This is an optimization exercise on Yosys and OpenROAD, whose aim is small area, not a production implementation.
Only simulation tests tie the RTL to the original design; equivalence was not proved.
Power and IR drop assume default switching activity.

### flow/flow/run.sh
#!/bin/bash
# The standard layout (standard.sh, unchanged synthesis) with these
# changes made through ORFS's own variables:
#   - port buffers use the smallest buffer instead of a delay cell;
#   - CTS uses clkbuf_8 leaf clusters of up to 16 sinks and no dummy loads;
#   - IO pins may sit on adjacent tracks, so the die can be smaller;
#   - global routing holds back 10% of each layer instead of 20%
#     (flow/fastroute.tcl).
# All output of the tools goes to standard.log here (and ORFS's own logs
# under orfs/logs).
set -uo pipefail
export BUFFER_PORTS_ARGS="-buffer_cell sky130_fd_sc_hd__buf_1"
export CTS_ARGS="-sink_clustering_enable -repair_clock_nets -dont_use_dummy_load -buf_list sky130_fd_sc_hd__clkbuf_8 -tree_buf sky130_fd_sc_hd__clkbuf_4 -sink_clustering_size 16 -sink_clustering_max_diameter 60"
export PLACE_PINS_ARGS="-min_distance 1 -min_distance_in_tracks"
export FASTROUTE_TCL="$PWD/flow/fastroute.tcl"
bash standard.sh > standard.log 2>&1
### flow/flow/fastroute.tcl
# Global routing layers as the platform sets them, with 10% of each layer's
# capacity held back instead of 20%.
set_global_routing_layer_adjustment $::env(MIN_ROUTING_LAYER)-$::env(MAX_ROUTING_LAYER) 0.1

set_routing_layers -clock $::env(MIN_CLK_ROUTING_LAYER)-$::env(MAX_ROUTING_LAYER)
set_routing_layers -signal $::env(MIN_ROUTING_LAYER)-$::env(MAX_ROUTING_LAYER)
### flow/standard.sh
#!/bin/bash
# synth_recipe.tcl (not shown) runs the flow's synth.tcl, then flattens the netlist and writes it again
# the make line also repeats each setting of config.mk as NAME=value (left out here)
make -C /OpenROAD-flow-scripts/flow DESIGN_CONFIG=/design/flow/config.mk WORK_HOME=/design/flow/orfs CLKGATE_MAP_FILE= SYNTH_SCRIPT=/design/flow/synth_recipe.tcl "${@:-finish}"
### flow/config.mk
export PLATFORM = sky130hd
export DESIGN_NAME = name_field_arbiter
export DESIGN_NICKNAME = name_field_arbiter
export VERILOG_FILES = /design/flow/design.v
export SDC_FILE = /design/flow/constraint.sdc
export NUM_CORES = 4
export LEC_CHECK = 0
export CAP_MARGIN = 10
export CORE_AREA = 5 5 395 395
export DIE_AREA = 0 0 400 400
export SLEW_MARGIN = 10
export SYNTH_HIERARCHICAL = 1
export SYNTH_MINIMUM_KEEP_SIZE = 0
### flow/constraint.sdc
create_clock -name core_clock -period 7.0 [get_ports {clk}]
set_input_delay 1.4000 -clock core_clock [delete_from_list [all_inputs] [get_ports {clk}]]
set_output_delay 1.4000 -clock core_clock [all_outputs]
set_load 0.01 [all_outputs]
### flow/design.v
module name_field_aoi222 (
    input  logic [2:0] s,
    input  logic [2:0] d,
    output logic       y
);
    assign y = ~|(s & d);
endmodule
module name_field_aoi22 (
    input  logic [1:0] s,
    input  logic [1:0] d,
    output logic       y
);
    assign y = ~|(s & d);
endmodule
module name_field_fin (
    input  logic [2:0] p,
    input  logic [1:0] s,
    input  logic [1:0] d,
    output logic       y
);
    assign y = ~&p | (|(s & d));
endmodule
module name_field_nand4 (
    input  logic [3:0] a,
    output logic       y
);
    assign y = ~&a;
endmodule
module name_field_arbiter #(
    parameter int NUM_FIELDS = 10,
    parameter int DATA_W     = 160,
    parameter int IDX_W      = 4
) (
    input  logic                         clk,
    input  logic                         rst,
    input  logic [NUM_FIELDS*DATA_W-1:0] field_data,
    input  logic [NUM_FIELDS-1:0]        field_w,
    output logic [DATA_W-1:0]            out_data,
    output logic [IDX_W-1:0]             out_field,
    output logic                         out_last,
    output logic                         out_valid,
    input  logic                         out_ready,
    output logic [NUM_FIELDS-1:0]        overflow
);
    logic [NUM_FIELDS-1:0][DATA_W-1:0] hold_q;
    logic [NUM_FIELDS-1:0]             pend_q;
    logic [NUM_FIELDS-1:0]             ovf_q;
    logic [NUM_FIELDS-1:0]             seen_q;
    logic [NUM_FIELDS-1:0]             mask_q;
    logic                              valid_q;
    logic [DATA_W-1:0]                 data_q;
    logic [IDX_W-1:0]                  field_q;
    logic                  slot_free;
    logic                  grant_vld;
    logic [NUM_FIELDS-1:0] req_hi;
    logic [NUM_FIELDS-1:0] req;
    logic [NUM_FIELDS-1:0] req_before;
    logic [NUM_FIELDS-1:0] grant_vec;
    logic [NUM_FIELDS-1:0] seen_set;
    logic [IDX_W-1:0]      grant_idx;
    logic [DATA_W-1:0]     data_d;
    for (genvar i = 0; i < NUM_FIELDS; i++) begin : g_hold
        always_ff @(posedge clk) begin
            if (field_w[i]) hold_q[i] <= field_data[i*DATA_W +: DATA_W];
        end
    end
    assign slot_free = ~valid_q | out_ready;
    always_comb begin
        req_hi = pend_q & mask_q;
        req    = (|req_hi) ? req_hi : pend_q;
        req_before[0] = 1'b0;
        for (int i = 1; i < NUM_FIELDS; i++)
            req_before[i] = req_before[i-1] | req[i-1];
        grant_vld = slot_free & (|pend_q);
        grant_vec = {NUM_FIELDS{slot_free}} & req & ~req_before;
        grant_idx = '0;
        for (int i = 0; i < NUM_FIELDS; i++)
            if (grant_vec[i]) grant_idx = grant_idx | IDX_W'(i);
    end
    logic [10:0] sel;
    assign sel = {~slot_free, grant_vec};
    for (genvar b = 0; b < DATA_W; b++) begin : g_sel
        logic [10:0] col;
        logic [3:0]  part_n;
        for (genvar i = 0; i < NUM_FIELDS; i++) begin : g_col
            assign col[i] = hold_q[i][b];
        end
        assign col[10] = data_q[b];
        name_field_aoi222 u_p0 (.s(sel[2:0]),  .d(col[2:0]),  .y(part_n[0]));
        name_field_aoi222 u_p1 (.s(sel[5:3]),  .d(col[5:3]),  .y(part_n[1]));
        name_field_aoi222 u_p2 (.s(sel[8:6]),  .d(col[8:6]),  .y(part_n[2]));
        name_field_fin    u_or (.p(part_n[2:0]), .s(sel[10:9]), .d(col[10:9]), .y(data_d[b]));
    end
    assign seen_set = seen_q | grant_vec;
    always_ff @(posedge clk) begin
        data_q <= data_d;
        if (grant_vld) field_q <= grant_idx;
    end
    always_ff @(posedge clk or posedge rst) begin
        if (rst) begin
            pend_q  <= '0;
            ovf_q   <= '0;
            seen_q  <= '0;
            mask_q  <= '0;
            valid_q <= 1'b0;
        end else begin
            pend_q  <= field_w | (pend_q & ~grant_vec);
            ovf_q   <= ovf_q | (field_w & pend_q & ~grant_vec);
            valid_q <= grant_vld | ~slot_free;
            if (grant_vld) mask_q <= req_before;
            seen_q  <= (&seen_set) ? '0 : seen_set;
        end
    end
    assign out_data  = data_q;
    assign out_field = field_q;
    assign out_last  = ~|seen_q;
    assign out_valid = valid_q;
    assign overflow  = ovf_q;
endmodule
==> run_summary.xml, run 1 <==
<?xml version="1.0" encoding="UTF-8"?>
<metrics>
  <group name="status">
    <metric name="outcome" unit="">finished clean</metric>
  </group>
  <group name="global_routing">
    <metric name="global_route.usage.total" unit="">0.270</metric>
    <metric name="grt_start_max_net_pins" unit="">112</metric>
    <metric name="grt_antenna_before_repair" unit="">311</metric>
    <metric name="number_of_global_route_vias_before_repair" unit="">41557</metric>
    <metric name="gr-total-overflow" unit="">0</metric>
    <metric name="first_pass_grt_wire_length" unit="mm">332</metric>
  </group>
  <group name="worst_setup_path">
    <metric name="critical_path.startpoint_type" unit="">flop</metric>
    <metric name="worstPathMaxFanout" unit="">72</metric>
    <metric name="cp_data_required_time" unit="ns">7.75</metric>
    <metric name="worst_ep_arrival_time" unit="ns">5.13</metric>
    <metric name="setup.worst_path.end_class" unit="">flop</metric>
    <metric name="worst-setup-path-type" unit="">flop to flop</metric>
  </group>
  <group name="flow_run">
    <metric name="maxCapViolCount" unit="">0</metric>
  </group>
  <group name="synth">
    <metric name="avgSynthCellArea" unit="um2">21.2</metric>
    <metric name="synth.yosys.warnings" unit="">7</metric>
    <metric name="count_leader_synth" unit="">sky130_fd_sc_hd__edfxtp_1</metric>
    <metric name="synth_top_area_share" unit="">0.784</metric>
    <metric name="syn-instance-count" unit="">2906</metric>
    <metric name="postSynth.topFlopCell" unit="">sky130_fd_sc_hd__edfxtp_1</metric>
    <metric name="synth.cells.most_frequent" unit="">sky130_fd_sc_hd__edfxtp_1, sky130_fd_sc_hd__a222oi_1, sky130_fd_sc_hd__a22oi_1, sky130_fd_sc_hd__nand4_1</metric>
    <metric name="yosys.area.top_type" unit="">sky130_fd_sc_hd__edfxtp_1</metric>
    <metric name="synth_enable_flop_cells" unit="">1604</metric>
    <metric name="flop_and_latch_count_out_of_synthesis" unit="">1804</metric>
    <metric name="post_synth_main_area_contributors" unit="">sky130_fd_sc_hd__edfxtp_1, sky130_fd_sc_hd__a222oi_1, sky130_fd_sc_hd__dfxtp_1, sky130_fd_sc_hd__a22oi_1, sky130_fd_sc_hd__buf_4</metric>
    <metric name="ys_async_sr_fraction" unit="">0.0222</metric>
    <metric name="synth_sequential_area_ratio" unit="">0.852</metric>
    <metric name="syn-num-nets" unit="">4519</metric>
    <metric name="yosys_cell_types" unit="">42</metric>
    <metric name="synthesis.area" unit="um2">61500</metric>
  </group>
  <group name="timing">
    <metric name="setup_total_negative_slack" unit="ns">0</metric>
    <metric name="setup_violations" unit="">0</metric>
    <metric name="worst_clock_skew" unit="ns">0.126</metric>
    <metric name="slew_at_the_pin_with_the_worst_max_slew_slack" unit="ns">1.29</metric>
    <metric name="fin_crit_sh" unit="">0.625</metric>
    <metric name="worst_slew_margin_rel" unit="">0.140</metric>
    <metric name="rsz0062_at_grt" unit="">false</metric>
    <metric name="hold_viol" unit="">0</metric>
    <metric name="achievable-frequency" unit="GHz">0.228</metric>
    <metric name="final_max_slew_viol_count" unit="">0</metric>
    <metric name="period_minus_slack" unit="ns">4.38</metric>
  </group>
  <group name="clock_network">
    <metric name="cts.sink_count" unit="">1804</metric>
    <metric name="cts_tree" unit="">yes</metric>
    <metric name="clk_pin_slew" unit="ns">0.10</metric>
    <metric name="clk-insertion-delay-late" unit="ns">0.96</metric>
    <metric name="cts_max_path_buffers" unit="">3</metric>
    <metric name="clock-root-buffer" unit="">sky130_fd_sc_hd__clkbuf_8</metric>
    <metric name="ctsHtreeMaxLevel" unit="">4</metric>
    <metric name="cts-buffers-inserted" unit="">148</metric>
    <metric name="ctsHoldBuffers" unit="">0</metric>
    <metric name="post_cts_resized" unit="">0</metric>
    <metric name="post_cts_setup_buffers" unit="">0</metric>
  </group>
  <group name="layout">
    <metric name="total_nets_final" unit="">6345</metric>
    <metric name="fill_cells" unit="">13261</metric>
    <metric name="layout-drive-gt1-share" unit="">0.0507</metric>
    <metric name="post-route-util" unit="">0.481</metric>
    <metric name="area_growth" unit="%">18.7</metric>
    <metric name="final_cells" unit="">7056</metric>
  </group>
  <group name="power_and_ir_drop">
    <metric name="max-vdd-ir-drop" unit="mV">0.180</metric>
    <metric name="pwr-share-comb" unit="">0.090</metric>
    <metric name="p_sw" unit="mW">4.94</metric>
    <metric name="pwrdens" unit="nW/um2">275</metric>
    <metric name="leakagePower" unit="nW">22.8</metric>
    <metric name="clock_power_share" unit="">0.252</metric>
    <metric name="internal_power" unit="mW">15.2</metric>
    <metric name="p_seq_frac" unit="">0.658</metric>
    <metric name="power_switching_share" unit="">0.246</metric>
  </group>
  <group name="drt">
    <metric name="drt-initial-drc-count" unit="">7802</metric>
    <metric name="drc_errors_left" unit="">0</metric>
    <metric name="firstDrtPassIters" unit="">15</metric>
    <metric name="detail-route-antenna-nets" unit="">0</metric>
    <metric name="via_per_inst" unit="">6.13</metric>
    <metric name="post_drt_wl_per_cell" unit="um">36.5</metric>
    <metric name="routed-via-count" unit="">43243</metric>
    <metric name="post_detailed_routing_wire_length" unit="mm">258</metric>
  </group>
  <group name="placed_design">
    <metric name="routabilityCongestion" unit="">0.939</metric>
    <metric name="port-buffer-count" unit="">1788</metric>
    <metric name="dpl.cell_count" unit="">6612</metric>
    <metric name="hpwl" unit="mm">177</metric>
  </group>
  <group name="floorplanning">
    <metric name="area_of_the_core" unit="um2">152000</metric>
    <metric name="initial_core_util" unit="">0.406</metric>
    <metric name="num_io_pins" unit="">1789</metric>
    <metric name="chipWidth" unit="um">400</metric>
    <metric name="die_h" unit="um">400</metric>
    <metric name="placement_rows" unit="">143</metric>
    <metric name="floorplan.die_area" unit="um2">160000</metric>
  </group>
  <group name="worst_hold_path">
    <metric name="worstHoldPathType" unit="">flop to flop</metric>
  </group>
</metrics>
-- per-stage QoR --
step           area, um2  setup slack, ns  hold slack [ns]  power, mW
2_1_floorplan      61500           0.0699            0.443       14.2
3_3_place_gp       70300             2.47            0.451       15.2
3_5_place_dp       70300             2.40            0.458       15.2
4_1_cts            72200             2.67            0.404       20.1
5_1_grt            72800             2.51            0.435       20.7
6_report           73000             2.62            0.388       20.1
-- registers in the layout (all words and copies together), names as in the netlist --
register  cells
data_q      160
field_q       4
hold_q     1600
mask_q        9
ovf_q        10
pend_q       10
seen_q       10
valid_q       1
-- area by class of cell --
type | instances | area [um2] | share of cell area
timing repair buffer | 1841 | 7430 | 0.102
tap | 2030 | 2540 | 0.0348
antenna | 296 | 741 | 0.0102
clock buffer | 148 | 1940 | 0.0265
multi-input combinational | 924 | 7830 | 0.107
sequential | 1804 | 52400 | 0.718
inverter | 13 | 97.6 | 0.00134
-- routing by layer --
layer / routed length (um) / track usage
met1: 85100 / 0.313
met2: 113000 / 0.399
met3: 32200 / 0.0948
met4: 26100 / 0.237
met5: 667 / 0
-- path summary, 6_finish.rpt --
kind,startpoint,end,slack (ns),depth (start not counted)
max in group asynchronous,rst,mask_q[6],5.96,3
min in group asynchronous,rst,ovf_q[3],0.59,3
hold reg to reg,hold_q[647],data_q[7],0.39,2
setup reg to reg,pend_q[6],data_q[33],2.62,8
hold / removal,hold_q[647],data_q[7],0.39,2
setup / recovery,pend_q[6],data_q[33],2.62,8
-- critical path: stages (launching register included) --
cell,delay [ns]
sky130_fd_sc_hd__dfrtp_1,0.42
sky130_fd_sc_hd__a222oi_1,0.62
sky130_fd_sc_hd__and4_1,0.63
sky130_fd_sc_hd__o21a_1,0.23
sky130_fd_sc_hd__or4_1,0.21
sky130_fd_sc_hd__clkinvlp_4,0.65
sky130_fd_sc_hd__buf_12,0.46
sky130_fd_sc_hd__a222oi_1,0.57
sky130_fd_sc_hd__nand4_1,0.18
-- cell usage in the layout (no fill, tap or decap), types with 30 or more instances in the layout --
master	synthesis	routed
sky130_fd_sc_hd__a222oi_1	481	481
sky130_fd_sc_hd__nand4_1	161	161
sky130_fd_sc_hd__buf_4	160	30
sky130_fd_sc_hd__a22oi_1	161	161
sky130_fd_sc_hd__buf_1	0	1778
sky130_fd_sc_hd__dfxtp_1	160	160
sky130_fd_sc_hd__diode_2	0	296
sky130_fd_sc_hd__clkbuf_8	0	132
sky130_fd_sc_hd__dfrtp_1	40	40
sky130_fd_sc_hd__edfxtp_1	1604	1604
-- Yosys stat by module, one instance, submodules excluded --
module	cells	flip-flops and latches
name_field_fin	2	0
name_field_arbiter	2106	1804
name_field_aoi222	1	0
-- logic make-up after synthesis --
| kind of cell | count (synthesis) | share of synthesized area |
|---|---|---|
| simple gates | 216 | 0.0212 |
| compound gates | 708 | 0.106 |
| buf+inv | 178 | 0.0208 |
| flops | 1804 | 0.852 |
-- power groups by stage --
stage,Combinational [mW],Sequential [mW],Clock [mW]
after floorplan,0.902,13.3,0
after global placement,1.76,13.4,0
after detailed placement,1.79,13.4,0
after CTS,1.79,13.2,5.13
after global routing,1.89,13.3,5.52
final,1.82,13.2,5.06
==> inputs of run 2 (changes only) <==
--- a/flow/design.v
+++ b/flow/design.v
@@ -27,4 +27,16 @@
     assign y = ~&a;
 endmodule
+module name_field_after #(
+    parameter int N = 10,
+    parameter int W = 4
+) (
+    input  logic [W-1:0] idx,
+    output logic [N-1:0] mask
+);
+    always_comb begin
+        for (int i = 0; i < N; i++)
+            mask[i] = (idx < W'(i));
+    end
+endmodule
 module name_field_arbiter #(
     parameter int NUM_FIELDS = 10,
@@ -47,5 +59,5 @@
     logic [NUM_FIELDS-1:0]             ovf_q;
     logic [NUM_FIELDS-1:0]             seen_q;
-    logic [NUM_FIELDS-1:0]             mask_q;
+    logic [NUM_FIELDS-1:0]             mask;
     logic                              valid_q;
     logic [DATA_W-1:0]                 data_q;
@@ -66,6 +78,10 @@
     end
     assign slot_free = ~valid_q | out_ready;
+    name_field_after #(.N(NUM_FIELDS), .W(IDX_W)) u_after (
+        .idx (field_q),
+        .mask(mask)
+    );
     always_comb begin
-        req_hi = pend_q & mask_q;
+        req_hi = pend_q & mask;
         req    = (|req_hi) ? req_hi : pend_q;
         req_before[0] = 1'b0;
@@ -95,5 +111,4 @@
     always_ff @(posedge clk) begin
         data_q <= data_d;
-        if (grant_vld) field_q <= grant_idx;
     end
     always_ff @(posedge clk or posedge rst) begin
@@ -102,5 +117,5 @@
             ovf_q   <= '0;
             seen_q  <= '0;
-            mask_q  <= '0;
+            field_q <= IDX_W'(NUM_FIELDS - 1);
             valid_q <= 1'b0;
         end else begin
@@ -108,5 +123,5 @@
             ovf_q   <= ovf_q | (field_w & pend_q & ~grant_vec);
             valid_q <= grant_vld | ~slot_free;
-            if (grant_vld) mask_q <= req_before;
+            if (grant_vld) field_q <= grant_idx;
             seen_q  <= (&seen_set) ? '0 : seen_set;
         end
--- a/flow/flow/run.sh
+++ b/flow/flow/run.sh
@@ -3,5 +3,6 @@
 # changes made through ORFS's own variables:
 #   - port buffers use the smallest buffer instead of a delay cell;
-#   - CTS uses clkbuf_8 leaf clusters of up to 16 sinks and no dummy loads;
+#   - CTS uses clkbuf_8 leaf clusters of up to 16 sinks, clkbuf_4 above
+#     them, and no dummy loads;
 #   - IO pins may sit on adjacent tracks, so the die can be smaller;
 #   - global routing holds back 10% of each layer instead of 20%
--- a/flow/config.mk
+++ b/flow/config.mk
@@ -6,8 +6,9 @@
 export NUM_CORES = 4
 export LEC_CHECK = 0
-export CAP_MARGIN = 10
-export CORE_AREA = 5 5 395 395
-export DIE_AREA = 0 0 400 400
-export SLEW_MARGIN = 10
+export CAP_MARGIN = 20
+export CORE_AREA = 5 5 355 355
+export DIE_AREA = 0 0 360 360
+export PLACE_DENSITY = 0.7
+export SLEW_MARGIN = 20
 export SYNTH_HIERARCHICAL = 1
 export SYNTH_MINIMUM_KEEP_SIZE = 0
==> run_summary.xml, run 2 <==
<?xml version="1.0" encoding="UTF-8"?>
<metrics>
  <group name="worst_setup_path">
    <metric name="worst_ep_arrival_time" unit="ns">5.71</metric>
    <metric name="worstPathMaxFanout" unit="">89</metric>
    <metric name="master_of_the_slowest_instance_on_the_critical_path" unit="">sky130_fd_sc_hd__a222oi_1</metric>
    <metric name="critical_path.startpoint_type" unit="">flop</metric>
    <metric name="setup.worst_path.end_class" unit="">flop</metric>
    <metric name="reg2regPathDepth" unit="">10</metric>
    <metric name="worst-setup-path-type" unit="">flop to flop</metric>
    <metric name="timing.critical_path.slowest_cell_delay" unit="ns">0.92</metric>
    <metric name="critical_path_cell_count" unit="">10</metric>
    <metric name="cp_data_required_time" unit="ns">7.87</metric>
    <metric name="cp_cell_sequence" unit="">or2_4, nor3_2, a222oi_1, and4_1, o21a_2, or3b_1, inv_6, buf_4, a222oi_1, nand4_1</metric>
    <metric name="worst_path_most_repeated_cell" unit="">sky130_fd_sc_hd__a222oi_1</metric>
    <metric name="cpLargestDelayFamily" unit="">simple AND/OR/NAND/NOR gates</metric>
    <metric name="worst-path-buf-inv" unit="">2</metric>
  </group>
  <group name="global_routing">
    <metric name="number_of_global_route_vias_before_repair" unit="">42033</metric>
    <metric name="grt_antenna_before_repair" unit="">303</metric>
    <metric name="first_pass_grt_wire_length" unit="mm">328</metric>
    <metric name="global_route.usage.total" unit="">0.325</metric>
    <metric name="gr-total-overflow" unit="">0</metric>
    <metric name="grt_start_max_net_pins" unit="">117</metric>
  </group>
  <group name="floorplanning">
    <metric name="num_io_pins" unit="">1789</metric>
    <metric name="area_of_the_core" unit="um2">122000</metric>
    <metric name="die_h" unit="um">360</metric>
    <metric name="placement_rows" unit="">128</metric>
    <metric name="floorplan.die_area" unit="um2">130000</metric>
    <metric name="initial_core_util" unit="">0.503</metric>
    <metric name="chipWidth" unit="um">360</metric>
  </group>
  <group name="clock_network">
    <metric name="clk_pin_slew" unit="ns">0.10</metric>
    <metric name="cts.sink_count" unit="">1795</metric>
    <metric name="ctsHtreeMaxLevel" unit="">4</metric>
    <metric name="clk-insertion-delay-late" unit="ns">1.02</metric>
    <metric name="cts_max_path_buffers" unit="">3</metric>
    <metric name="cts-buffers-inserted" unit="">138</metric>
    <metric name="post_cts_resized" unit="">0</metric>
    <metric name="cts_tree" unit="">yes</metric>
    <metric name="clock-root-buffer" unit="">sky130_fd_sc_hd__clkbuf_8</metric>
    <metric name="ctsHoldBuffers" unit="">0</metric>
    <metric name="post_cts_setup_buffers" unit="">0</metric>
  </group>
  <group name="layout">
    <metric name="largest_reg_flops" unit="">1600</metric>
    <metric name="final_cells" unit="">6627</metric>
    <metric name="reg_top3" unit="">hold_q (1600), data_q (160)</metric>
    <metric name="finalInstanceArea" unit="um2">72000</metric>
    <metric name="most_common_cell_after_layout_fill_and_taps_aside" unit="">sky130_fd_sc_hd__buf_1</metric>
    <metric name="fill_cells" unit="">9390</metric>
    <metric name="regMostFlops" unit="">hold_q</metric>
    <metric name="area_growth" unit="%">17.5</metric>
    <metric name="mostFrequentLayoutCells" unit="">sky130_fd_sc_hd__buf_1, sky130_fd_sc_hd__edfxtp_1, sky130_fd_sc_hd__a222oi_1</metric>
    <metric name="layout-drive-gt1-share" unit="">0.0495</metric>
    <metric name="total_nets_final" unit="">6319</metric>
    <metric name="post-route-util" unit="">0.592</metric>
  </group>
  <group name="synth">
    <metric name="flop_and_latch_count_out_of_synthesis" unit="">1795</metric>
    <metric name="synth.cells.most_frequent" unit="">sky130_fd_sc_hd__edfxtp_1, sky130_fd_sc_hd__a222oi_1, sky130_fd_sc_hd__nand4_1</metric>
    <metric name="xor_xnor_share_of_the_synthesized_area" unit="">0</metric>
    <metric name="synth_top_family_by_area" unit="">compound AO/OA/AOI/OAI gates</metric>
    <metric name="synth_top_area_share" unit="">0.784</metric>
    <metric name="synthesis.area" unit="um2">61300</metric>
    <metric name="synth_mux_area_frac" unit="">0</metric>
    <metric name="synth_sequential_area_ratio" unit="">0.851</metric>
    <metric name="yosys_cell_types" unit="">59</metric>
    <metric name="post_synth_main_area_contributors" unit="">sky130_fd_sc_hd__edfxtp_1, sky130_fd_sc_hd__a222oi_1, sky130_fd_sc_hd__dfxtp_1, sky130_fd_sc_hd__a22oi_1, sky130_fd_sc_hd__buf_4</metric>
    <metric name="synthAdderAreaFrac" unit="">0</metric>
    <metric name="count_leader_synth" unit="">sky130_fd_sc_hd__edfxtp_1</metric>
    <metric name="synth.yosys.warnings" unit="">8</metric>
    <metric name="syn-num-nets" unit="">4508</metric>
    <metric name="avgSynthCellArea" unit="um2">21.2</metric>
    <metric name="synth_simple_gate_area_frac" unit="">0.0212</metric>
    <metric name="yosys.area.top_type" unit="">sky130_fd_sc_hd__edfxtp_1</metric>
    <metric name="postSynth.topFlopCell" unit="">sky130_fd_sc_hd__edfxtp_1</metric>
    <metric name="synth_compound_area_frac" unit="">0.107</metric>
    <metric name="synth_enable_flop_cells" unit="">1600</metric>
    <metric name="syn-instance-count" unit="">2895</metric>
    <metric name="ys_async_sr_fraction" unit="">0.0195</metric>
  </group>
  <group name="timing">
    <metric name="fin_crit_sh" unit="">0.691</metric>
    <metric name="postLayoutSetupSlackWorst" unit="ns">2.16</metric>
    <metric name="period_minus_slack" unit="ns">4.84</metric>
    <metric name="slew_at_the_pin_with_the_worst_max_slew_slack" unit="ns">1.18</metric>
    <metric name="worst_clock_skew" unit="ns">0.165</metric>
    <metric name="final_max_slew_viol_count" unit="">0</metric>
    <metric name="worst_slew_margin_rel" unit="">0.214</metric>
    <metric name="achievable-frequency" unit="GHz">0.207</metric>
    <metric name="rsz0062_at_grt" unit="">false</metric>
    <metric name="setup_violations" unit="">0</metric>
    <metric name="hold_viol" unit="">0</metric>
    <metric name="setup_total_negative_slack" unit="ns">0</metric>
  </group>
  <group name="drt">
    <metric name="post_detailed_routing_wire_length" unit="mm">248</metric>
    <metric name="drc_errors_left" unit="">0</metric>
    <metric name="detail-route-antenna-nets" unit="">0</metric>
    <metric name="via_per_inst" unit="">6.68</metric>
    <metric name="routed-via-count" unit="">44257</metric>
    <metric name="post_drt_wl_per_cell" unit="um">37.4</metric>
    <metric name="drt-initial-drc-count" unit="">10075</metric>
    <metric name="firstDrtPassIters" unit="">25</metric>
  </group>
  <group name="flow_run">
    <metric name="maxCapViolCount" unit="">0</metric>
  </group>
  <group name="status">
    <metric name="outcome" unit="">finished clean</metric>
  </group>
  <group name="worst_hold_path">
    <metric name="timing.hold.worst_path_depth" unit="">2</metric>
    <metric name="worstHoldPathType" unit="">flop to flop</metric>
  </group>
  <group name="placed_design">
    <metric name="placement.cell_area" unit="um2">69500</metric>
    <metric name="dpl.cell_count" unit="">6190</metric>
    <metric name="hpwl" unit="mm">168</metric>
    <metric name="routabilityCongestion" unit="">0.956</metric>
    <metric name="dpl_worst_slack" unit="ns">2.12</metric>
    <metric name="port-buffer-count" unit="">1788</metric>
  </group>
  <group name="power_and_ir_drop">
    <metric name="pwrdens" unit="nW/um2">298</metric>
    <metric name="max-vdd-ir-drop" unit="mV">0.245</metric>
    <metric name="leakagePower" unit="nW">22.7</metric>
  </group>
</metrics>
-- run 2: cell count changes in the layout (fill, tap and decap cells not counted), sizes merged, moves of 5 or more --
cell,previous run,this run
a31oi,4,9
nor2,18,7
dfrtp,40,33
clkbuf,158,149
inv,7,17
clkinvlp,5,0
a21oi,15,5
-- run 2: cell type report --
class                      count  area [um2]  area share
inverter                      17         104     0.00144
timing repair buffer        1842        7350       0.102
sequential                  1795       52100       0.724
antenna                      298         746      0.0104
tap                         1625        2030      0.0282
multi-input combinational    912        7860       0.109
clock buffer                 138        1800      0.0250
-- run 2: cell families (layout without fill, tap and decap cells) --
family / Yosys count / count (layout)
AO/OA/AOI/OAI: 705 / 705
AND/OR/NAND/NOR: 206 / 206
flip-flops: 1795 / 1795
buffers and inverters: 188 / 1997
other: 1 / 299
-- run 2: worst paths after layout --
kind                             startpoint         end  slack [ns]
worst min-delay path            hold_q[219]  data_q[59]        0.39
worst min register to register  hold_q[219]  data_q[59]        0.39
worst max-delay path             field_q[0]   data_q[2]        2.16
worst max register to register   field_q[0]   data_q[2]        2.16
max in group asynchronous               rst  field_q[0]        6.03
min in group asynchronous               rst   pend_q[3]        0.52
-- run 2: worst reg2reg max path, delay by kind of cell, from the launching register on --
kind	cells	cell delay (ns)
buffers and inverters	2	1.56
AOI/OAI and AO/OA	3	1.33
and+or+nand+nor	5	1.40
DFF	1	0.57
-- run 2: power breakdown --
group	switching (mW)	internal, mW
combinational	2.05	0.929
sequential	0.635	13.0
clock	3.19	1.65
total	5.88	15.6
-- run 2: per-module statistics from Yosys, one instance, submodules excluded, excerpt --
| module | copies in the design | cells | cell area (um2) | flops+latches |
|---|---|---|---|---|
| name_field_aoi222 | 480 | 1 | 10.0 | 0 |
| name_field_arbiter | 1 | 2081 | 54200 | 1795 |
| name_field_fin | 160 | 2 | 13.8 | 0 |
-- run 2: through the flow --
| stage | power [mW] | hold slack (ns) |
|---|---|---|
| 2_1_floorplan | 15.3 | 0.443 |
| 3_3_place_gp | 16.6 | 0.450 |
| 3_5_place_dp | 16.7 | 0.461 |
| 4_1_cts | 21.3 | 0.402 |
| 5_1_grt | 22.0 | 0.410 |
| 6_report | 21.4 | 0.391 |
-- run 2: per-layer routing --
metal,up-vias,share of wire,GRT usage,wire (um)
met2,4855,0.44,0.467,109000
met5,-,0.0019,0.00218,459
met4,68,0.099,0.293,24500
li1,16822,-,-,-
met3,1152,0.15,0.121,37600
met1,21360,0.31,0.383,75800
==> inputs of run 3 (changes only) <==
--- a/flow/config.mk
+++ b/flow/config.mk
@@ -7,7 +7,6 @@
 export LEC_CHECK = 0
 export CAP_MARGIN = 20
-export CORE_AREA = 5 5 355 355
-export DIE_AREA = 0 0 360 360
-export PLACE_DENSITY = 0.7
+export CORE_AREA = 5 5 395 395
+export DIE_AREA = 0 0 400 400
 export SLEW_MARGIN = 20
 export SYNTH_HIERARCHICAL = 1
==> run_summary.xml, run 3 <==
<?xml version="1.0" encoding="UTF-8"?>
<metrics>
  <group name="synth">
    <metric name="synthesis.area" unit="um2">61300</metric>
    <metric name="syn-num-nets" unit="">4508</metric>
    <metric name="post_synth_main_area_contributors" unit="">sky130_fd_sc_hd__edfxtp_1, sky130_fd_sc_hd__a222oi_1, sky130_fd_sc_hd__dfxtp_1, sky130_fd_sc_hd__a22oi_1, sky130_fd_sc_hd__buf_4</metric>
    <metric name="synth_top_family_by_area" unit="">compound AO/OA/AOI/OAI gates</metric>
    <metric name="synth_sequential_area_ratio" unit="">0.851</metric>
    <metric name="ys_async_sr_fraction" unit="">0.0195</metric>
    <metric name="synth.yosys.warnings" unit="">8</metric>
    <metric name="syn-instance-count" unit="">2895</metric>
    <metric name="synth_mux_area_frac" unit="">0</metric>
    <metric name="synth_top_area_share" unit="">0.784</metric>
    <metric name="synthAdderAreaFrac" unit="">0</metric>
    <metric name="xor_xnor_share_of_the_synthesized_area" unit="">0</metric>
    <metric name="yosys_cell_types" unit="">59</metric>
    <metric name="avgSynthCellArea" unit="um2">21.2</metric>
    <metric name="yosys.area.top_type" unit="">sky130_fd_sc_hd__edfxtp_1</metric>
    <metric name="postSynth.topFlopCell" unit="">sky130_fd_sc_hd__edfxtp_1</metric>
    <metric name="synth_simple_gate_area_frac" unit="">0.0212</metric>
    <metric name="count_leader_synth" unit="">sky130_fd_sc_hd__edfxtp_1</metric>
    <metric name="synth_enable_flop_cells" unit="">1600</metric>
    <metric name="synth_compound_area_frac" unit="">0.107</metric>
    <metric name="flop_and_latch_count_out_of_synthesis" unit="">1795</metric>
    <metric name="synth.cells.most_frequent" unit="">sky130_fd_sc_hd__edfxtp_1, sky130_fd_sc_hd__a222oi_1, sky130_fd_sc_hd__nand4_1</metric>
  </group>
  <group name="floorplanning">
    <metric name="num_io_pins" unit="">1789</metric>
    <metric name="initial_core_util" unit="">0.404</metric>
    <metric name="die_h" unit="um">400</metric>
    <metric name="placement_rows" unit="">143</metric>
    <metric name="chipWidth" unit="um">400</metric>
    <metric name="area_of_the_core" unit="um2">152000</metric>
    <metric name="floorplan.die_area" unit="um2">160000</metric>
  </group>
  <group name="worst_setup_path">
    <metric name="crit-reg2reg-capture" unit="">data_q[38]</metric>
    <metric name="cp_data_required_time" unit="ns">7.71</metric>
    <metric name="rr_startpoint" unit="">field_q[0]</metric>
    <metric name="worstPathMaxFanout" unit="">72</metric>
    <metric name="critical_path.startpoint_type" unit="">flop</metric>
    <metric name="worst_ep_arrival_time" unit="ns">5.60</metric>
    <metric name="crit_path_start" unit="">field_q[0]</metric>
    <metric name="worst-setup-path-type" unit="">flop to flop</metric>
    <metric name="setup.worst_path.end_class" unit="">flop</metric>
    <metric name="reg2reg_setup_slack" unit="ns">2.12</metric>
    <metric name="reg2regPathDepth" unit="">10</metric>
  </group>
  <group name="global_routing">
    <metric name="number_of_global_route_vias_before_repair" unit="">41410</metric>
    <metric name="grt_antenna_before_repair" unit="">313</metric>
    <metric name="gr-total-overflow" unit="">0</metric>
    <metric name="grt_start_max_net_pins" unit="">112</metric>
    <metric name="global_route.usage.total" unit="">0.271</metric>
    <metric name="first_pass_grt_wire_length" unit="mm">333</metric>
  </group>
  <group name="power_and_ir_drop">
    <metric name="leakagePower" unit="nW">22.7</metric>
    <metric name="report.power.total" unit="mW">21.5</metric>
    <metric name="max-vdd-ir-drop" unit="mV">0.204</metric>
    <metric name="pwrdens" unit="nW/um2">296</metric>
  </group>
  <group name="timing">
    <metric name="period_minus_slack" unit="ns">4.88</metric>
    <metric name="setup_violations" unit="">0</metric>
    <metric name="final_max_slew_viol_count" unit="">0</metric>
    <metric name="slew_at_the_pin_with_the_worst_max_slew_slack" unit="ns">1.11</metric>
    <metric name="worst_clock_skew" unit="ns">0.219</metric>
    <metric name="worst_slew_margin_rel" unit="">0.261</metric>
    <metric name="rsz0062_at_grt" unit="">false</metric>
    <metric name="hold_viol" unit="">0</metric>
    <metric name="achievable-frequency" unit="GHz">0.205</metric>
    <metric name="fin_crit_sh" unit="">0.698</metric>
    <metric name="setup_total_negative_slack" unit="ns">0</metric>
    <metric name="postLayoutSetupSlackWorst" unit="ns">2.12</metric>
  </group>
  <group name="drt">
    <metric name="firstDrtPassIters" unit="">12</metric>
    <metric name="drt-initial-drc-count" unit="">7840</metric>
    <metric name="post_detailed_routing_wire_length" unit="mm">257</metric>
    <metric name="detail-route-antenna-nets" unit="">0</metric>
    <metric name="routed-via-count" unit="">43246</metric>
    <metric name="via_per_inst" unit="">6.14</metric>
    <metric name="post_drt_wl_per_cell" unit="um">36.5</metric>
    <metric name="drc_errors_left" unit="">0</metric>
  </group>
  <group name="clock_network">
    <metric name="cts_tree" unit="">yes</metric>
    <metric name="cts_max_path_buffers" unit="">3</metric>
    <metric name="clk-insertion-delay-late" unit="ns">1.00</metric>
    <metric name="ctsHtreeMaxLevel" unit="">4</metric>
    <metric name="cts-buffers-inserted" unit="">144</metric>
    <metric name="post_cts_setup_buffers" unit="">0</metric>
    <metric name="post_cts_resized" unit="">0</metric>
    <metric name="ctsHoldBuffers" unit="">0</metric>
    <metric name="clk_pin_slew" unit="ns">0.10</metric>
    <metric name="cts.sink_count" unit="">1795</metric>
    <metric name="clock-root-buffer" unit="">sky130_fd_sc_hd__clkbuf_8</metric>
  </group>
  <group name="placed_design">
    <metric name="routabilityCongestion" unit="">0.904</metric>
    <metric name="hpwl" unit="mm">175</metric>
    <metric name="dpl_worst_slack" unit="ns">2.24</metric>
    <metric name="placement.cell_area" unit="um2">70000</metric>
    <metric name="port-buffer-count" unit="">1788</metric>
  </group>
  <group name="layout">
    <metric name="finalInstanceArea" unit="um2">72700</metric>
    <metric name="regMostFlops" unit="">hold_q</metric>
    <metric name="reg_top3" unit="">hold_q (1600), data_q (160)</metric>
    <metric name="mostFrequentLayoutCells" unit="">sky130_fd_sc_hd__buf_1, sky130_fd_sc_hd__edfxtp_1, sky130_fd_sc_hd__a222oi_1</metric>
    <metric name="layout-drive-gt1-share" unit="">0.0499</metric>
    <metric name="largest_reg_flops" unit="">1600</metric>
    <metric name="total_nets_final" unit="">6321</metric>
    <metric name="area_growth" unit="%">18.6</metric>
    <metric name="most_common_cell_after_layout_fill_and_taps_aside" unit="">sky130_fd_sc_hd__buf_1</metric>
  </group>
  <group name="worst_hold_path">
    <metric name="timing.hold.worst_path_depth" unit="">2</metric>
    <metric name="worstHoldPathType" unit="">flop to flop</metric>
    <metric name="hold_end" unit="">data_q[30]</metric>
    <metric name="worstHoldStart" unit="">hold_q[670]</metric>
  </group>
  <group name="flow_run">
    <metric name="maxCapViolCount" unit="">0</metric>
  </group>
  <group name="status">
    <metric name="outcome" unit="">finished clean</metric>
  </group>
</metrics>
[run 3: through the flow]
| step | std cells | util | hold WS [ns] |
|---|---|---|---|
| after detailed placement | 6592 | 0.462 | 0.458 |
| after global routing | 6979 | 0.479 | 0.403 |
| final | 7041 | 0.480 | 0.347 |
| after global placement | 6591 | 0.462 | 0.448 |
| after CTS | 6736 | 0.475 | 0.352 |
| after floorplan | 2895 | - | 0.443 |
[run 3: layout make-up]
| cell class | count | area, um2 |
|---|---|---|
| fillers | 13284 | 78900 |
| flip-flops and latches | 1795 | 52100 |
| repair buffers | 1838 | 7410 |
| multi-input cells | 912 | 7860 |
| clock buffers | 144 | 1880 |
| diodes | 305 | 763 |
| inverters | 17 | 109 |
| well taps | 2030 | 2540 |
[run 3: how the worst max path moves through the flow]
stage	endpoint	cells after the start	slack (ns)
2_1_floorplan	seen_q[5]	8	0.16
3_3_place_gp	data_q[109]	9	2.31
3_5_place_dp	data_q[4]	9	2.24
4_1_cts	data_q[38]	10	2.27
5_1_grt	data_q[38]	10	2.04
6_report	data_q[38]	10	2.12
[run 3: critical path, stage by stage (launching register included)]
cell and delay, ns:
sky130_fd_sc_hd__dfstp_2 0.58, sky130_fd_sc_hd__or2_4 0.15, sky130_fd_sc_hd__nor3_2 0.05, sky130_fd_sc_hd__a222oi_1 0.92
sky130_fd_sc_hd__and4_1 0.51, sky130_fd_sc_hd__o21ai_0 0.18, sky130_fd_sc_hd__or3_1 0.56, sky130_fd_sc_hd__inv_6 0.64
sky130_fd_sc_hd__buf_12 0.47, sky130_fd_sc_hd__a222oi_1 0.17, sky130_fd_sc_hd__nand4_1 0.12
[run 3: modules after synthesis, one instance, submodules excluded, a selection]
module / cells inside / flops+latches / area, um2 / times used
name_field_arbiter: 2081 / 1795 / 54200 / 1
name_field_fin: 2 / 0 / 13.8 / 160
name_field_aoi222: 1 / 0 / 10.0 / 480
[run 3: report_power, final]
part           internal, mW  total, mW  leakage, nW  switching (mW)
Combinational         0.930       2.97         4.39            2.04
Clock                  1.72       4.97        0.996            3.25
Sequential             13.0       13.6         17.3           0.598
Total                  15.6       21.5         22.7            5.89
[run 3: cells by family (layout without fill, tap and decap cells)]
| kind of cell | Yosys count | count (layout) |
|---|---|---|
| flip-flops | 1795 | 1795 |
| AND/OR/NAND/NOR | 206 | 206 |
| other | 1 | 306 |
| AO/OA/AOI/OAI | 705 | 705 |
| buffers and inverters | 188 | 1999 |
[run 3: routing by layer]
layer	track usage	routed length [um]	part of all wire	up-vias
li1	-	-	-	16846
met1	0.310	82500	0.32	21065
met2	0.401	114000	0.44	4203
met3	0.0938	34000	0.13	1060
met4	0.244	26700	0.10	72
met5	0	450	0.0017	-
==> inputs of run 4 (changes only) <==
==> flow/flow/run.sh (replaced) <==
#!/bin/bash
# The standard layout (standard.sh, unchanged synthesis) with these
# changes made through ORFS's own variables:
#   - port buffers use the smallest buffer instead of a delay cell;
#   - CTS uses clkbuf_8 leaf clusters of up to 18 sinks, clkbuf_4 above
#     them, and no dummy loads;
#   - IO pins may sit on adjacent tracks, so the die can be smaller;
#   - global routing holds back 10% of each layer instead of 20%
#     (flow/fastroute.tcl).
# All output of the tools goes to standard.log here (and ORFS's own logs
# under orfs/logs).
set -uo pipefail
export BUFFER_PORTS_ARGS="-buffer_cell sky130_fd_sc_hd__buf_1"
export CTS_ARGS="-sink_clustering_enable -repair_clock_nets -dont_use_dummy_load -buf_list sky130_fd_sc_hd__clkbuf_8 -tree_buf sky130_fd_sc_hd__clkbuf_4 -sink_clustering_size 18 -sink_clustering_max_diameter 60"
export PLACE_PINS_ARGS="-min_distance 1 -min_distance_in_tracks"
export FASTROUTE_TCL="$PWD/flow/fastroute.tcl"
bash standard.sh > standard.log 2>&1
--- a/flow/config.mk
+++ b/flow/config.mk
@@ -7,6 +7,7 @@
 export LEC_CHECK = 0
 export CAP_MARGIN = 20
-export CORE_AREA = 5 5 395 395
-export DIE_AREA = 0 0 400 400
+export CORE_AREA = 5 5 355 355
+export DIE_AREA = 0 0 360 360
+export PLACE_DENSITY = 0.7
 export SLEW_MARGIN = 20
 export SYNTH_HIERARCHICAL = 1
==> run_summary.xml, run 4 <==
<?xml version="1.0" encoding="UTF-8"?>
<metrics>
  <group name="status">
    <metric name="outcome" unit="">finished clean</metric>
  </group>
  <group name="worst_setup_path">
    <metric name="cp_data_required_time" unit="ns">7.81</metric>
    <metric name="critical_path.startpoint_type" unit="">flop</metric>
    <metric name="worst-setup-path-type" unit="">flop to flop</metric>
    <metric name="worst_ep_arrival_time" unit="ns">5.64</metric>
    <metric name="worst_path_most_repeated_cell" unit="">sky130_fd_sc_hd__a222oi_1</metric>
    <metric name="worstPathMaxFanout" unit="">89</metric>
    <metric name="master_of_the_slowest_instance_on_the_critical_path" unit="">sky130_fd_sc_hd__a222oi_1</metric>
    <metric name="cp_cell_sequence" unit="">or2_4, nor3_2, a222oi_1, and4_1, o21a_2, or3b_1, inv_6, buf_4, a222oi_1, nand4_1</metric>
    <metric name="setup.worst_path.end_class" unit="">flop</metric>
    <metric name="timing.critical_path.slowest_cell_delay" unit="ns">0.91</metric>
  </group>
  <group name="clock_network">
    <metric name="cts_tree" unit="">yes</metric>
    <metric name="clk-insertion-delay-late" unit="ns">0.96</metric>
    <metric name="post_cts_resized" unit="">0</metric>
    <metric name="ctsHtreeMaxLevel" unit="">4</metric>
    <metric name="cts-buffers-inserted" unit="">130</metric>
    <metric name="clock-root-buffer" unit="">sky130_fd_sc_hd__clkbuf_8</metric>
    <metric name="clk_pin_slew" unit="ns">0.10</metric>
    <metric name="cts.sink_count" unit="">1795</metric>
    <metric name="post_cts_setup_buffers" unit="">0</metric>
    <metric name="ctsHoldBuffers" unit="">0</metric>
    <metric name="cts_max_path_buffers" unit="">3</metric>
  </group>
  <group name="power_and_ir_drop">
    <metric name="power_switching_share" unit="">0.275</metric>
    <metric name="clock_power_share" unit="">0.222</metric>
    <metric name="max-vdd-ir-drop" unit="mV">0.221</metric>
    <metric name="report.power.total" unit="mW">21.3</metric>
    <metric name="leakagePower" unit="nW">22.6</metric>
    <metric name="p_seq_frac" unit="">0.639</metric>
    <metric name="internal_power" unit="mW">15.5</metric>
    <metric name="p_sw" unit="mW">5.86</metric>
    <metric name="pwr-share-comb" unit="">0.140</metric>
    <metric name="pwrdens" unit="nW/um2">297</metric>
  </group>
  <group name="synth">
    <metric name="post_synth_main_area_contributors" unit="">sky130_fd_sc_hd__edfxtp_1, sky130_fd_sc_hd__a222oi_1, sky130_fd_sc_hd__dfxtp_1, sky130_fd_sc_hd__a22oi_1, sky130_fd_sc_hd__buf_4</metric>
    <metric name="synthesis.area" unit="um2">61300</metric>
    <metric name="syn-instance-count" unit="">2895</metric>
    <metric name="syn-num-nets" unit="">4508</metric>
    <metric name="synth_enable_flop_cells" unit="">1600</metric>
    <metric name="avgSynthCellArea" unit="um2">21.2</metric>
    <metric name="postSynth.topFlopCell" unit="">sky130_fd_sc_hd__edfxtp_1</metric>
    <metric name="synth.cells.most_frequent" unit="">sky130_fd_sc_hd__edfxtp_1, sky130_fd_sc_hd__a222oi_1, sky130_fd_sc_hd__nand4_1</metric>
    <metric name="yosys_cell_types" unit="">59</metric>
    <metric name="yosys.area.top_type" unit="">sky130_fd_sc_hd__edfxtp_1</metric>
    <metric name="count_leader_synth" unit="">sky130_fd_sc_hd__edfxtp_1</metric>
    <metric name="ys_async_sr_fraction" unit="">0.0195</metric>
    <metric name="synth_sequential_area_ratio" unit="">0.851</metric>
    <metric name="synth_top_area_share" unit="">0.784</metric>
    <metric name="synth.yosys.warnings" unit="">8</metric>
    <metric name="flop_and_latch_count_out_of_synthesis" unit="">1795</metric>
  </group>
  <group name="worst_hold_path">
    <metric name="worstHoldPathType" unit="">flop to flop</metric>
  </group>
  <group name="timing">
    <metric name="setup_violations" unit="">0</metric>
    <metric name="worst_slew_margin_rel" unit="">0.186</metric>
    <metric name="worst_clock_skew" unit="ns">0.147</metric>
    <metric name="postLayoutSetupSlackWorst" unit="ns">2.17</metric>
    <metric name="rsz0062_at_grt" unit="">false</metric>
    <metric name="final_max_slew_viol_count" unit="">0</metric>
    <metric name="setup_total_negative_slack" unit="ns">0</metric>
    <metric name="slew_at_the_pin_with_the_worst_max_slew_slack" unit="ns">1.22</metric>
    <metric name="fin_crit_sh" unit="">0.690</metric>
    <metric name="hold_viol" unit="">0</metric>
    <metric name="achievable-frequency" unit="GHz">0.207</metric>
    <metric name="period_minus_slack" unit="ns">4.83</metric>
  </group>
  <group name="layout">
    <metric name="final_cells" unit="">6612</metric>
    <metric name="largest_reg_flops" unit="">1600</metric>
    <metric name="area_growth" unit="%">17.3</metric>
    <metric name="mostFrequentLayoutCells" unit="">sky130_fd_sc_hd__buf_1, sky130_fd_sc_hd__edfxtp_1, sky130_fd_sc_hd__a222oi_1</metric>
    <metric name="total_nets_final" unit="">6311</metric>
    <metric name="layout-drive-gt1-share" unit="">0.0479</metric>
    <metric name="regMostFlops" unit="">hold_q</metric>
    <metric name="fill_cells" unit="">9376</metric>
    <metric name="most_common_cell_after_layout_fill_and_taps_aside" unit="">sky130_fd_sc_hd__buf_1</metric>
    <metric name="reg_top3" unit="">hold_q (1600), data_q (160)</metric>
  </group>
  <group name="drt">
    <metric name="detail-route-antenna-nets" unit="">0</metric>
    <metric name="drt-initial-drc-count" unit="">10204</metric>
    <metric name="drc_errors_left" unit="">0</metric>
    <metric name="firstDrtPassIters" unit="">26</metric>
    <metric name="routed-via-count" unit="">43823</metric>
    <metric name="post_drt_wl_per_cell" unit="um">37.6</metric>
    <metric name="post_detailed_routing_wire_length" unit="mm">249</metric>
    <metric name="via_per_inst" unit="">6.63</metric>
  </group>
  <group name="placed_design">
    <metric name="dpl.cell_count" unit="">6190</metric>
    <metric name="dpl_worst_slack" unit="ns">2.12</metric>
    <metric name="port-buffer-count" unit="">1788</metric>
    <metric name="hpwl" unit="mm">168</metric>
    <metric name="routabilityCongestion" unit="">0.956</metric>
  </group>
  <group name="global_routing">
    <metric name="gr-total-overflow" unit="">0</metric>
    <metric name="grt_start_max_net_pins" unit="">117</metric>
    <metric name="first_pass_grt_wire_length" unit="mm">328</metric>
    <metric name="global_route.usage.total" unit="">0.326</metric>
    <metric name="grt_antenna_before_repair" unit="">294</metric>
    <metric name="number_of_global_route_vias_before_repair" unit="">41895</metric>
  </group>
  <group name="floorplanning">
    <metric name="num_io_pins" unit="">1789</metric>
    <metric name="chipWidth" unit="um">360</metric>
    <metric name="placement_rows" unit="">128</metric>
    <metric name="area_of_the_core" unit="um2">122000</metric>
    <metric name="floorplan.die_area" unit="um2">130000</metric>
    <metric name="die_h" unit="um">360</metric>
    <metric name="initial_core_util" unit="">0.503</metric>
  </group>
  <group name="flow_run">
    <metric name="maxCapViolCount" unit="">0</metric>
  </group>
</metrics>
[run 4: changes by cell type in the layout (fill, tap and decap cells not counted)]
cell                       before  now
sky130_fd_sc_hd__inv_6          6    8
sky130_fd_sc_hd__clkbuf_8     128  114
sky130_fd_sc_hd__diode_2      305  291
sky130_fd_sc_hd__buf_4         27   37
sky130_fd_sc_hd__clkbuf_4      26   27
sky130_fd_sc_hd__buf_12        23   16
sky130_fd_sc_hd__inv_8          2    0
[run 4: per-layer routing]
layer	vias to the layer above	track usage	wire length [um]
met5	-	0.0109	508
met4	76	0.283	24500
met3	1162	0.121	37500
met2	4694	0.471	110000
met1	21082	0.386	76600
li1	16809	-	-
[run 4: cell type report]
type,count,area [um2],share of cell area
timing repair buffer,1842,7350,0.102
tap,1625,2030,0.0283
sequential,1795,52100,0.725
multi-input combinational,912,7860,0.109
inverter,17,104,0.00144
clock buffer,130,1690,0.0235
antenna,291,728,0.0101
[run 4: cells by family after synthesis]
kind of cell    share of synthesized area
flops                               0.851
compound gates                      0.107
simple gates                       0.0212
other cells                     0.0000612
buf+inv                            0.0216
[run 4: modules after synthesis, one instance, submodules excluded, a selection]
module	area [um2]	copies in the design	flip-flops and latches	cells
name_field_arbiter	54200	1	1795	2081
name_field_aoi222	10.0	480	0	1
name_field_fin	13.8	160	0	2
[run 4: stage by stage]
step | util | hold slack (ns) | area, um2
after floorplan | - | 0.443 | 61300
after global placement | 0.571 | 0.450 | 69500
after detailed placement | 0.571 | 0.461 | 69500
after CTS | 0.585 | 0.363 | 71200
after global routing | 0.589 | 0.424 | 71700
final | 0.591 | 0.360 | 71900
[run 4: worst max-delay path, delay by kind of cell, from the launching register on]
family	cells	cell delay (ns)
buf+inv	2	1.43
simple gates	5	1.38
flops	1	0.57
compound gates	3	1.32
[run 4: path summary, 6_finish.rpt]
kind                       depth (start not counted)          from  slack [ns]    endpoint
hold / removal                                     2  hold_q[1218]        0.36  data_q[98]
hold reg to reg                                    2  hold_q[1218]        0.36  data_q[98]
min in group asynchronous                          3           rst        0.56     valid_q
max in group asynchronous                          3           rst        6.01  field_q[0]
setup reg to reg                                  10    field_q[0]        2.17   data_q[7]
setup / recovery                                  10    field_q[0]        2.17   data_q[7]
[run 4: power groups by stage]
stage	Sequential [mW]	Clock (mW)	Combinational [mW]
4_1_cts	13.6	4.73	2.89
6_report	13.6	4.73	2.98
5_1_grt	13.7	5.16	3.06
3_3_place_gp	13.8	0	2.82
3_5_place_dp	13.8	0	2.88
2_1_floorplan	13.5	0	1.75
==> inputs of run 5 (changes only) <==
--- a/flow/design.v
+++ b/flow/design.v
@@ -27,16 +27,4 @@
     assign y = ~&a;
 endmodule
-module name_field_after #(
-    parameter int N = 10,
-    parameter int W = 4
-) (
-    input  logic [W-1:0] idx,
-    output logic [N-1:0] mask
-);
-    always_comb begin
-        for (int i = 0; i < N; i++)
-            mask[i] = (idx < W'(i));
-    end
-endmodule
 module name_field_arbiter #(
     parameter int NUM_FIELDS = 10,
@@ -59,5 +47,5 @@
     logic [NUM_FIELDS-1:0]             ovf_q;
     logic [NUM_FIELDS-1:0]             seen_q;
-    logic [NUM_FIELDS-1:0]             mask;
+    logic [NUM_FIELDS-1:0]             mask_q;
     logic                              valid_q;
     logic [DATA_W-1:0]                 data_q;
@@ -78,10 +66,6 @@
     end
     assign slot_free = ~valid_q | out_ready;
-    name_field_after #(.N(NUM_FIELDS), .W(IDX_W)) u_after (
-        .idx (field_q),
-        .mask(mask)
-    );
     always_comb begin
-        req_hi = pend_q & mask;
+        req_hi = pend_q & mask_q;
         req    = (|req_hi) ? req_hi : pend_q;
         req_before[0] = 1'b0;
@@ -111,4 +95,5 @@
     always_ff @(posedge clk) begin
         data_q <= data_d;
+        if (grant_vld) field_q <= grant_idx;
     end
     always_ff @(posedge clk or posedge rst) begin
@@ -117,5 +102,5 @@
             ovf_q   <= '0;
             seen_q  <= '0;
-            field_q <= IDX_W'(NUM_FIELDS - 1);
+            mask_q  <= '0;
             valid_q <= 1'b0;
         end else begin
@@ -123,5 +108,5 @@
             ovf_q   <= ovf_q | (field_w & pend_q & ~grant_vec);
             valid_q <= grant_vld | ~slot_free;
-            if (grant_vld) field_q <= grant_idx;
+            if (grant_vld) mask_q <= req_before;
             seen_q  <= (&seen_set) ? '0 : seen_set;
         end
==> flow/flow/run.sh (replaced) <==
#!/bin/bash
# The standard layout (standard.sh, unchanged synthesis) with these
# changes made through ORFS's own variables and step hooks:
#   - port buffers use the smallest buffer instead of a delay cell;
#   - after global placement, each input port's buffer is moved next to
#     its pin (flow/port_buffers.tcl), so pin wires need no antenna diodes;
#   - CTS uses clkbuf_8 leaf clusters of up to 16 sinks and no dummy loads;
#   - IO pins may sit on adjacent tracks, so the die can be smaller;
#   - global routing holds back 10% of each layer instead of 20%
#     (flow/fastroute.tcl).
# All output of the tools goes to standard.log here (and ORFS's own logs
# under orfs/logs).
set -uo pipefail
export BUFFER_PORTS_ARGS="-buffer_cell sky130_fd_sc_hd__buf_1"
export POST_GLOBAL_PLACE_TCL="$PWD/flow/port_buffers.tcl"
export CTS_ARGS="-sink_clustering_enable -repair_clock_nets -dont_use_dummy_load -buf_list sky130_fd_sc_hd__clkbuf_8 -sink_clustering_size 16 -sink_clustering_max_diameter 60"
export PLACE_PINS_ARGS="-min_distance 1 -min_distance_in_tracks"
export FASTROUTE_TCL="$PWD/flow/fastroute.tcl"
bash standard.sh > standard.log 2>&1
==> flow/flow/port_buffers.tcl (new file) <==
# Put each input port's buffer at the core edge next to its pin, so the wire
# from the pin to the buffer's input is short (the long wire is then driven
# by the buffer's output, which needs no antenna diode). Detailed placement
# legalizes the moved buffers afterwards.
proc move_input_buffers_to_pins { } {
  set block [ord::get_db_block]
  set core [$block getCoreArea]
  set cx0 [$core xMin]
  set cy0 [$core yMin]
  set cx1 [$core xMax]
  set cy1 [$core yMax]
  set moved 0
  foreach bt [$block getBTerms] {
    if { [$bt getIoType] ne "INPUT" } { continue }
    set net [$bt getNet]
    if { $net eq "NULL" } { continue }
    set iterms [$net getITerms]
    if { [llength $iterms] != 1 } { continue }
    set inst [[lindex $iterms 0] getInst]
    set master [$inst getMaster]
    if { ![string match "sky130_fd_sc_hd__buf_*" [$master getName]] } { continue }
    set bb [$bt getBBox]
    set px [expr { ([$bb xMin] + [$bb xMax]) / 2 }]
    set py [expr { ([$bb yMin] + [$bb yMax]) / 2 }]
    set w [$master getWidth]
    set h [$master getHeight]
    set x [expr { min(max($px - $w / 2, $cx0), $cx1 - $w) }]
    set y [expr { min(max($py - $h / 2, $cy0), $cy1 - $h) }]
    $inst setLocation $x $y
    $inst setPlacementStatus PLACED
    incr moved
  }
  puts "Moved $moved input port buffers next to their pins"
}
move_input_buffers_to_pins
--- a/flow/config.mk
+++ b/flow/config.mk
@@ -7,7 +7,6 @@
 export LEC_CHECK = 0
 export CAP_MARGIN = 20
-export CORE_AREA = 5 5 355 355
-export DIE_AREA = 0 0 360 360
-export PLACE_DENSITY = 0.7
+export CORE_AREA = 5 5 395 395
+export DIE_AREA = 0 0 400 400
 export SLEW_MARGIN = 20
 export SYNTH_HIERARCHICAL = 1
==> run_summary.xml, run 5 <==
<?xml version="1.0" encoding="UTF-8"?>
<metrics>
  <group name="placed_design">
    <metric name="hpwl" unit="mm">176</metric>
    <metric name="port-buffer-count" unit="">1788</metric>
  </group>
  <group name="layout">
    <metric name="fill_cells" unit="">12630</metric>
    <metric name="layout-drive-gt1-share" unit="">0.0512</metric>
    <metric name="total_nets_final" unit="">6346</metric>
    <metric name="mostFrequentLayoutCells" unit="">sky130_fd_sc_hd__buf_1, sky130_fd_sc_hd__edfxtp_1, sky130_fd_sc_hd__a222oi_1</metric>
    <metric name="multi_input_comb_area" unit="um2">7840</metric>
    <metric name="area_occupied_by_registers" unit="um2">52400</metric>
    <metric name="area_growth" unit="%">17.7</metric>
    <metric name="most_common_cell_after_layout_fill_and_taps_aside" unit="">sky130_fd_sc_hd__buf_1</metric>
    <metric name="reg_top3" unit="">hold_q (1600), data_q (160)</metric>
    <metric name="largest_reg_flops" unit="">1600</metric>
    <metric name="regMostFlops" unit="">hold_q</metric>
  </group>
  <group name="worst_setup_path">
    <metric name="reg2regPathDepth" unit="">8</metric>
    <metric name="critical_path.startpoint_type" unit="">flop</metric>
    <metric name="reg2reg_setup_slack" unit="ns">2.69</metric>
    <metric name="worst-setup-path-type" unit="">flop to flop</metric>
    <metric name="crit-reg2reg-capture" unit="">data_q[36]</metric>
    <metric name="worst_ep_arrival_time" unit="ns">5.02</metric>
    <metric name="worstPathMaxFanout" unit="">87</metric>
    <metric name="setup.worst_path.end_class" unit="">flop</metric>
    <metric name="rr_startpoint" unit="">pend_q[6]</metric>
    <metric name="cp_data_required_time" unit="ns">7.72</metric>
  </group>
  <group name="power_and_ir_drop">
    <metric name="internal_power" unit="mW">15.3</metric>
    <metric name="p_sw" unit="mW">5.15</metric>
    <metric name="leakagePower" unit="nW">22.9</metric>
    <metric name="report.power.total" unit="mW">20.4</metric>
    <metric name="pwrdens" unit="nW/um2">282</metric>
    <metric name="clock_power_share" unit="">0.253</metric>
    <metric name="power_switching_share" unit="">0.252</metric>
    <metric name="pwr-share-comb" unit="">0.101</metric>
    <metric name="p_seq_frac" unit="">0.646</metric>
    <metric name="max-vdd-ir-drop" unit="mV">0.182</metric>
  </group>
  <group name="synth">
    <metric name="synth_top_area_share" unit="">0.784</metric>
    <metric name="postSynth.topFlopCell" unit="">sky130_fd_sc_hd__edfxtp_1</metric>
    <metric name="count_leader_synth" unit="">sky130_fd_sc_hd__edfxtp_1</metric>
    <metric name="post_synth_main_area_contributors" unit="">sky130_fd_sc_hd__edfxtp_1, sky130_fd_sc_hd__a222oi_1, sky130_fd_sc_hd__dfxtp_1, sky130_fd_sc_hd__a22oi_1, sky130_fd_sc_hd__buf_4</metric>
    <metric name="yosys.area.top_type" unit="">sky130_fd_sc_hd__edfxtp_1</metric>
    <metric name="flop_and_latch_count_out_of_synthesis" unit="">1804</metric>
    <metric name="synth.cells.most_frequent" unit="">sky130_fd_sc_hd__edfxtp_1, sky130_fd_sc_hd__a222oi_1, sky130_fd_sc_hd__a22oi_1, sky130_fd_sc_hd__nand4_1</metric>
    <metric name="synth_enable_flop_cells" unit="">1604</metric>
    <metric name="ys_async_sr_fraction" unit="">0.0222</metric>
    <metric name="avgSynthCellArea" unit="um2">21.2</metric>
    <metric name="syn-instance-count" unit="">2906</metric>
    <metric name="synthesis.area" unit="um2">61500</metric>
    <metric name="syn-num-nets" unit="">4519</metric>
    <metric name="synth.yosys.warnings" unit="">7</metric>
    <metric name="synth_sequential_area_ratio" unit="">0.852</metric>
    <metric name="yosys_cell_types" unit="">42</metric>
  </group>
  <group name="clock_network">
    <metric name="ctsHoldBuffers" unit="">0</metric>
    <metric name="cts.sink_count" unit="">1804</metric>
    <metric name="post_cts_setup_buffers" unit="">0</metric>
    <metric name="clock-root-buffer" unit="">sky130_fd_sc_hd__clkbuf_8</metric>
    <metric name="ctsHtreeMaxLevel" unit="">4</metric>
    <metric name="post_cts_resized" unit="">0</metric>
    <metric name="cts_tree" unit="">yes</metric>
    <metric name="clk-insertion-delay-late" unit="ns">0.88</metric>
    <metric name="cts_max_path_buffers" unit="">3</metric>
    <metric name="clk_pin_slew" unit="ns">0.10</metric>
    <metric name="cts-buffers-inserted" unit="">149</metric>
  </group>
  <group name="global_routing">
    <metric name="gr-total-overflow" unit="">0</metric>
    <metric name="number_of_global_route_vias_before_repair" unit="">42065</metric>
    <metric name="grt_start_max_net_pins" unit="">112</metric>
    <metric name="grt_antenna_before_repair" unit="">22</metric>
    <metric name="first_pass_grt_wire_length" unit="mm">330</metric>
    <metric name="global_route.usage.total" unit="">0.268</metric>
  </group>
  <group name="timing">
    <metric name="rsz0062_at_grt" unit="">false</metric>
    <metric name="setup_total_negative_slack" unit="ns">0</metric>
    <metric name="achievable-frequency" unit="GHz">0.232</metric>
    <metric name="final_max_slew_viol_count" unit="">0</metric>
    <metric name="worst_clock_skew" unit="ns">0.108</metric>
    <metric name="period_minus_slack" unit="ns">4.31</metric>
    <metric name="slew_at_the_pin_with_the_worst_max_slew_slack" unit="ns">1.11</metric>
    <metric name="worst_slew_margin_rel" unit="">0.262</metric>
    <metric name="hold_viol" unit="">0</metric>
    <metric name="fin_crit_sh" unit="">0.615</metric>
    <metric name="setup_violations" unit="">0</metric>
  </group>
  <group name="worst_hold_path">
    <metric name="worstHoldPathType" unit="">flop to flop</metric>
    <metric name="worstHoldStart" unit="">hold_q[741]</metric>
    <metric name="timing.hold.worst_path_depth" unit="">2</metric>
    <metric name="hold_end" unit="">data_q[101]</metric>
  </group>
  <group name="floorplanning">
    <metric name="num_io_pins" unit="">1789</metric>
    <metric name="die_h" unit="um">400</metric>
    <metric name="area_of_the_core" unit="um2">152000</metric>
    <metric name="chipWidth" unit="um">400</metric>
    <metric name="floorplan.die_area" unit="um2">160000</metric>
    <metric name="placement_rows" unit="">143</metric>
    <metric name="initial_core_util" unit="">0.406</metric>
  </group>
  <group name="flow_run">
    <metric name="maxCapViolCount" unit="">0</metric>
  </group>
  <group name="drt">
    <metric name="post_detailed_routing_wire_length" unit="mm">255</metric>
    <metric name="drc_errors_left" unit="">0</metric>
    <metric name="drt-initial-drc-count" unit="">8683</metric>
    <metric name="via_per_inst" unit="">6.47</metric>
    <metric name="routed-via-count" unit="">43822</metric>
    <metric name="firstDrtPassIters" unit="">12</metric>
    <metric name="post_drt_wl_per_cell" unit="um">37.6</metric>
    <metric name="detail-route-antenna-nets" unit="">0</metric>
  </group>
  <group name="status">
    <metric name="outcome" unit="">finished clean</metric>
  </group>
</metrics>
==> run 5: critical path, cell delays in order, from the launching register on <==
cell and delay [ns]:
sky130_fd_sc_hd__dfrtp_1 0.43, sky130_fd_sc_hd__a222oi_1 0.58, sky130_fd_sc_hd__and4_1 0.62, sky130_fd_sc_hd__a21oi_1 0.31, sky130_fd_sc_hd__nand2_1 0.23, sky130_fd_sc_hd__clkinvlp_4 0.59
sky130_fd_sc_hd__buf_12 0.44, sky130_fd_sc_hd__a222oi_1 0.60, sky130_fd_sc_hd__nand4_1 0.14
==> run 5: per-stage QoR <==
step | instances | setup slack, ns | util | cell area [um2] | hold slack (ns)
6_report | 6776 | 2.69 | 0.478 | 72400 | 0.386
5_1_grt | 6766 | 2.45 | 0.477 | 72300 | 0.413
4_1_cts | 6761 | 2.75 | 0.477 | 72300 | 0.399
3_5_place_dp | 6612 | 2.37 | 0.464 | 70300 | 0.454
3_3_place_gp | 6612 | 2.47 | 0.464 | 70300 | 0.451
2_1_floorplan | 2906 | 0.0699 | - | 61500 | 0.443
==> run 5: how the worst max path moves through the flow <==
stage	start	end	slack (ns)
after global routing	pend_q[6]	data_q[116]	2.45
after floorplan	out_ready	data_q[0]	0.07
after CTS	seen_q[3]	out_last	2.75
final	pend_q[6]	data_q[36]	2.69
after detailed placement	out_ready	data_q[96]	2.37
after global placement	out_ready	data_q[52]	2.47
==> run 5: routing by layer <==
layer | GRT usage | part of all wire | up-vias
li1 | - | - | 16566
met1 | 0.330 | 0.33 | 21316
met2 | 0.408 | 0.44 | 4723
met3 | 0.0635 | 0.13 | 1211
met4 | 0.218 | 0.11 | 6
met5 | 0 | 0.00016 | -
==> run 5: final cells by class <==
class	count	share of cell area
diodes	15	0.000519
clock buffers	149	0.0283
repair buffers	1841	0.103
multi-input cells	924	0.108
inverters	13	0.00135
flip-flops and latches	1804	0.724
well taps	2030	0.0351
==> run 5: logic make-up after synthesis <==
family	synth area share
buf+inv	0.0208
flops	0.852
compound gates	0.106
simple gates	0.0212
==> run 5: per-module statistics from Yosys (local to each module, per instance) <==
| module | cells | flops+latches |
|---|---|---|
| name_field_aoi222 | 1 | 0 |
| name_field_arbiter | 2106 | 1804 |
| name_field_fin | 2 | 0 |
==> run 5: power groups by stage <==
stage,Combinational (mW),Sequential [mW],Clock (mW)
floorplan,0.902,13.3,0
global placement,1.76,13.4,0
detailed placement,2.02,13.4,0
CTS,2.02,13.2,5.25
global route,2.10,13.3,5.63
finish,2.07,13.2,5.16

-- static timing again, ports no longer ideal --
The flow's constraints put no driver on any port. The routed layouts listed below were extracted and timed again, unchanged, in two steps. Step 1 assumes that a clkbuf_16 drives the clock port and a buf_2 every other input. Step 2, shift: input delay + t, output delay - t, t = (earliest + latest rising clock arrival at the registers) / 2. This alone moves slack from input paths to output paths. a / b / c = ideal / step 1 / step 2; a / b = the first two.
run | t, ns | setup slack, ns | worst hold slack (ns) | worst register clock-pin slew, ns | worst slew at a driven data input, ns
run 1 | 0.978 | 2.622 / 2.622 / 2.156 | 0.388 / 0.388 / 0.388 | 0.12 / 0.12 | 0.21
run 2 | 1.010 | 2.161 / 2.161 / 1.972 | 0.391 / 0.391 / 0.391 | 0.11 / 0.11 | 0.25
run 3 | 0.967 | 2.117 / 2.117 / 2.117 | 0.347 / 0.347 / 0.347 | 0.11 / 0.11 | 0.21
run 4 | 0.954 | 2.167 / 2.167 / 1.985 | 0.360 / 0.360 / 0.360 | 0.12 / 0.12 | 0.29
run 5 | 0.893 | 2.692 / 2.692 / 2.280 | 0.386 / 0.386 / 0.386 | 0.11 / 0.11 | 0.06
After both steps every run listed still meets setup and hold. The setup slack of run 1, which loses most, moves by 0.000 ns with the drivers and by -0.466 ns with both steps.
